Background: an optimization exercise with open tools, aiming at small area. Do not read the settings as production practice.
RTL that was checked went through simulation tests only; none was proved equivalent to the original.

## ntp_auth
module ntp_auth
(
  input  logic           i_clk,
  input  logic           i_areset,
  input  logic           i_rx_reset,
  input  logic           i_rx_valid,
  input  logic [63:0]    i_rx_data,
  input  logic           i_auth_start,
  input  logic           i_keymem_ready,
  input  logic           i_keymem_key_valid,
  input  logic [2:0]     i_keymem_key_word,
  input  logic [31:0]    i_keymem_key_data,
  output logic [1:0]     o_rx_ip_ver,
  output logic [383:0]   o_rx_header,
  output logic [31:0]    o_rx_keyid,
  output logic [159:0]   o_rx_digest,
  output logic           o_rx_complete,
  output logic           o_ready,
  output logic           o_key_ok,
  output logic [159:0]   o_key,
  output logic           o_keymem_get,
  output logic [31:0]    o_keymem_keyid
);
Size in the first run: about 780 flip-flops, roughly 880 I/O pins.
==> module ntp_auth, before the edit <==
module ntp_auth
(
  input  logic           i_clk,
  input  logic           i_areset,
  input  logic           i_rx_reset,
  input  logic           i_rx_valid,
  input  logic [63:0]    i_rx_data,
  input  logic           i_auth_start,
  input  logic           i_keymem_ready,
  input  logic           i_keymem_key_valid,
  input  logic [2:0]     i_keymem_key_word,
  input  logic [31:0]    i_keymem_key_data,
  output logic [1:0]     o_rx_ip_ver,
  output logic [383:0]   o_rx_header,
  output logic [31:0]    o_rx_keyid,
  output logic [159:0]   o_rx_digest,
  output logic           o_rx_complete,
  output logic           o_ready,
  output logic           o_key_ok,
  output logic [159:0]   o_key,
  output logic           o_keymem_get,
  output logic [31:0]    o_keymem_keyid
);
  logic [3:0]   cnt;
  logic [1:0]   ip_ver;      
  logic         prev_take;   
  logic         complete;
  logic [575:0] rec;
  logic         v4, v6;
  logic         take;
  assign v4   = ip_ver[0];
  assign v6   = ip_ver[1];
  assign take = i_rx_valid && !i_rx_reset && (v4 || v6) &&
                (cnt >= 4'd5) && (cnt <= 4'd13);
  always_ff @(posedge i_clk or posedge i_areset) begin
    if (i_areset) begin
      cnt       <= '0;
      ip_ver    <= 2'd0;
      prev_take <= 1'b0;
      complete  <= 1'b0;
    end else if (i_rx_reset) begin
      cnt       <= '0;
      ip_ver    <= 2'd0;
      prev_take <= 1'b0;
      complete  <= 1'b0;
    end else begin
      prev_take <= take;
      complete  <= (cnt == 4'd14) && (v4 || v6) && !prev_take;
      if (i_rx_valid) begin
        if (cnt == 4'd1 && !v6) begin
          case (i_rx_data[31:16])
            16'h0800: begin ip_ver <= 2'd1; cnt <= 4'd2; end
            16'h86DD: begin ip_ver <= 2'd2; cnt <= 4'd0; end
            default:  cnt <= 4'd2;
          endcase
        end else if (cnt != 4'd14) begin
          cnt <= cnt + 4'd1;
        end
      end
    end
  end
  logic         v4_pt, v6_pt, v4_hd, v6_hd, low_en;
  assign v4_pt  = v4 && prev_take;
  assign v6_pt  = v6 && prev_take;
  assign v4_hd  = v4 && i_rx_valid;
  assign v6_hd  = v6 && i_rx_valid;
  assign low_en = (v4 && take) || v6_pt;
  always_ff @(posedge i_clk) begin
    if (take) begin
      rec[575:112] <= rec[511:48];
      rec[111:80]  <= ({32{v4}}    & rec[47:16])        | ({32{v6_pt}} & i_rx_data[63:32]);
      rec[79:64]   <= ({16{v4_pt}} & i_rx_data[63:48])  | ({16{v6_pt}} & i_rx_data[31:16]);
      rec[63:48]   <= ({16{v4}}    & i_rx_data[47:32])  | ({16{v6}}    & i_rx_data[15:0]);
    end
    if (low_en)
      rec[47:16]   <= ({32{v4}}    & i_rx_data[31:0])   | ({32{v6_hd}} & i_rx_data[63:32]);
    if (prev_take)
      rec[15:0]    <= ({16{v4_hd}} & i_rx_data[63:48])  | ({16{v6_hd}} & i_rx_data[31:16]);
  end
  assign o_rx_ip_ver   = ip_ver;
  assign o_rx_header   = rec[575:192];
  assign o_rx_keyid    = rec[191:160];
  assign o_rx_digest   = rec[159:0];
  assign o_rx_complete = complete;
  logic         s0, s1;
  logic         key_ok;
  logic [4:0]   seen;
  logic [4:0]   hit;
  logic [4:0]   seen_next;
  logic [31:0]  keyid;
  logic [159:0] key;
  logic         st_idle, st_req, st_col, st_fin, col_end;
  assign st_idle = !s1 && !s0;
  assign st_req  = !s1 &&  s0;
  assign st_col  =  s1 &&  s0;
  assign st_fin  =  s1 && !s0;
  always_comb begin
    for (int n = 0; n < 5; n++)
      hit[n] = i_keymem_key_valid && (i_keymem_key_word == 3'(n));
  end
  assign seen_next = seen | hit;
  assign col_end   = &seen_next || (i_keymem_ready && !i_keymem_key_valid);
  always_ff @(posedge i_clk or posedge i_areset) begin
    if (i_areset) begin
      s0     <= 1'b0;
      s1     <= 1'b0;
      key_ok <= 1'b0;
    end else begin
      s0 <= s1 ? (s0 && !col_end) : (s0 || i_auth_start);
      s1 <= s0 ? (s1 || i_keymem_ready) : 1'b0;
      if (st_req && i_keymem_ready)
        key_ok <= 1'b0;
      else if (st_fin)
        key_ok <= &seen;
    end
  end
  always_ff @(posedge i_clk) begin
    seen <= st_req ? 5'd0 : seen_next;
    if (st_idle)
      keyid <= rec[191:160];
    for (int n = 0; n < 5; n++)
      if (st_col && hit[n])
        key[n*32 +: 32] <= i_keymem_key_data;
  end
  assign o_ready        = st_idle;
  assign o_key_ok       = key_ok;
  assign o_key          = key;
  assign o_keymem_get   = st_req && i_keymem_ready;
  assign o_keymem_keyid = keyid;
endmodule
==> flow/config.mk <==
export PLATFORM = sky130hd
export DESIGN_NAME = ntp_auth
export DESIGN_NICKNAME = ntp_auth
export VERILOG_FILES = /design/flow/design.v
export SDC_FILE = /design/flow/constraint.sdc
export NUM_CORES = 4
export LEC_CHECK = 0
export CAP_MARGIN = 20
export CORE_MARGIN = 2
export CORE_UTILIZATION = 40
export PLACE_DENSITY = 0.85
export SLEW_MARGIN = 20
==> flow/constraint.sdc <==
create_clock -name core_clock -period 5.0 [get_ports {i_clk}]
set_input_delay 1.0000 -clock core_clock [delete_from_list [all_inputs] [get_ports {i_clk}]]
set_output_delay 1.0000 -clock core_clock [all_outputs]
set_load 0.01 [all_outputs]
standard.sh (not shown) runs the stock make flow with config.mk's settings and CLKGATE_MAP_FILE= SYNTH_SCRIPT=/design/flow/synth_recipe.tcl, a recipe that flattens the netlist after the stock synthesis.
==> flow/flow/run.sh <==
#!/bin/bash
bash standard.sh "BUFFER_PORTS_ARGS=-buffer_cell sky130_fd_sc_hd__buf_1" \
  "CTS_ARGS=-sink_clustering_enable -repair_clock_nets -dont_use_dummy_load -buf_list sky130_fd_sc_hd__clkbuf_8 -sink_clustering_size 14 -sink_clustering_max_diameter 60" \
  finish > standard_flow.log 2>&1
The first run completed with no timing, DRC or antenna violations.
Edit:
--- a/flow/design.v
+++ b/flow/design.v
@@ -131,42 +131,48 @@
   end
   assign o_rx_ip_ver   = ip_ver;
   assign o_rx_header   = rec[575:192];
   assign o_rx_keyid    = rec[191:160];
   assign o_rx_digest   = rec[159:0];
   assign o_rx_complete = complete;
-  logic         s0, s1;
+  logic [1:0]   state;
   logic         key_ok;
   logic [4:0]   seen;
   logic [4:0]   hit;
   logic [4:0]   seen_next;
   logic [31:0]  keyid;
   logic [159:0] key;
-  logic         st_idle, st_req, st_col, st_fin, col_end;
-  assign st_idle = !s1 && !s0;
-  assign st_req  = !s1 &&  s0;
-  assign st_col  =  s1 &&  s0;
-  assign st_fin  =  s1 && !s0;
+  logic         st_idle, st_req, st_col, st_fin;
+  assign st_idle = (state == 2'd0);
+  assign st_req  = (state == 2'd1);
+  assign st_col  = (state == 2'd3);
+  assign st_fin  = (state == 2'd2);
   always_comb begin
-    for (int n = 0; n < 5; n++)
-      hit[n] = i_keymem_key_valid && (i_keymem_key_word == 3'(n));
+    hit = '0;
+    if (i_keymem_key_valid && i_keymem_key_word < 3'd5)
+      hit[i_keymem_key_word] = 1'b1;
   end
   assign seen_next = seen | hit;
-  assign col_end   = &seen_next || (i_keymem_ready && !i_keymem_key_valid);
   always_ff @(posedge i_clk or posedge i_areset) begin
     if (i_areset) begin
-      s0     <= 1'b0;
-      s1     <= 1'b0;
+      state  <= 2'd0;
       key_ok <= 1'b0;
     end else begin
-      s0 <= s1 ? (s0 && !col_end) : (s0 || i_auth_start);
-      s1 <= s0 ? (s1 || i_keymem_ready) : 1'b0;
-      if (st_req && i_keymem_ready)
-        key_ok <= 1'b0;
-      else if (st_fin)
-        key_ok <= &seen;
+      case (state)
+        2'd0: if (i_auth_start) state <= 2'd1;
+        2'd1: if (i_keymem_ready) begin
+                state  <= 2'd3;
+                key_ok <= 1'b0;
+              end
+        2'd3: if (&seen_next || (i_keymem_ready && !i_keymem_key_valid))
+                state <= 2'd2;
+        default: begin
+                state  <= 2'd0;
+                key_ok <= &seen;
+              end
+      endcase
     end
   end
   always_ff @(posedge i_clk) begin
     seen <= st_req ? 5'd0 : seen_next;
     if (st_idle)
       keyid <= rec[191:160];
Outcome: Register-to-register slack barely changes; cell count rose by about 0.8%; core utilization fell by 0.45 points; first-iteration DRC count fell by about 1.8%; critical path depth fell by 1; hold slack improves by 97 ps.
The RTL of the second run of this note was laid out without a check of its function.

==> port drivers added, routing unchanged <==
The flow's constraints put no driver on any port. The routed layouts listed below were extracted and timed again, unchanged, in two steps.
Step 1, drivers: a clkbuf_16 drives i_clk and a buf_2 each remaining input, both assumed.
Step 2 moves the port delays by t, midway between the first and last clock arrival at a register: inputs arrive t later, outputs are due t later. That takes back most of the time a late clock gives input paths.
Slacks: ideal ports / drivers / drivers and shift; pairs: ideal ports / drivers.
| run | t, ns | setup slack, ns | hold slack, ns | slew at the worst register clock pin (ns) | worst data-port slew with drivers (ns) |
|---|---|---|---|---|---|
| the first run | 0.677 | 1.836 / 1.836 / 1.573 | 0.320 / 0.282 / 0.427 | 0.10 / 0.10 | 0.18 |
| the second run | 0.682 | 1.828 / 1.765 / 1.565 | 0.417 / 0.406 / 0.417 | 0.10 / 0.10 | 0.11 |
After both steps every run listed still meets setup and hold.
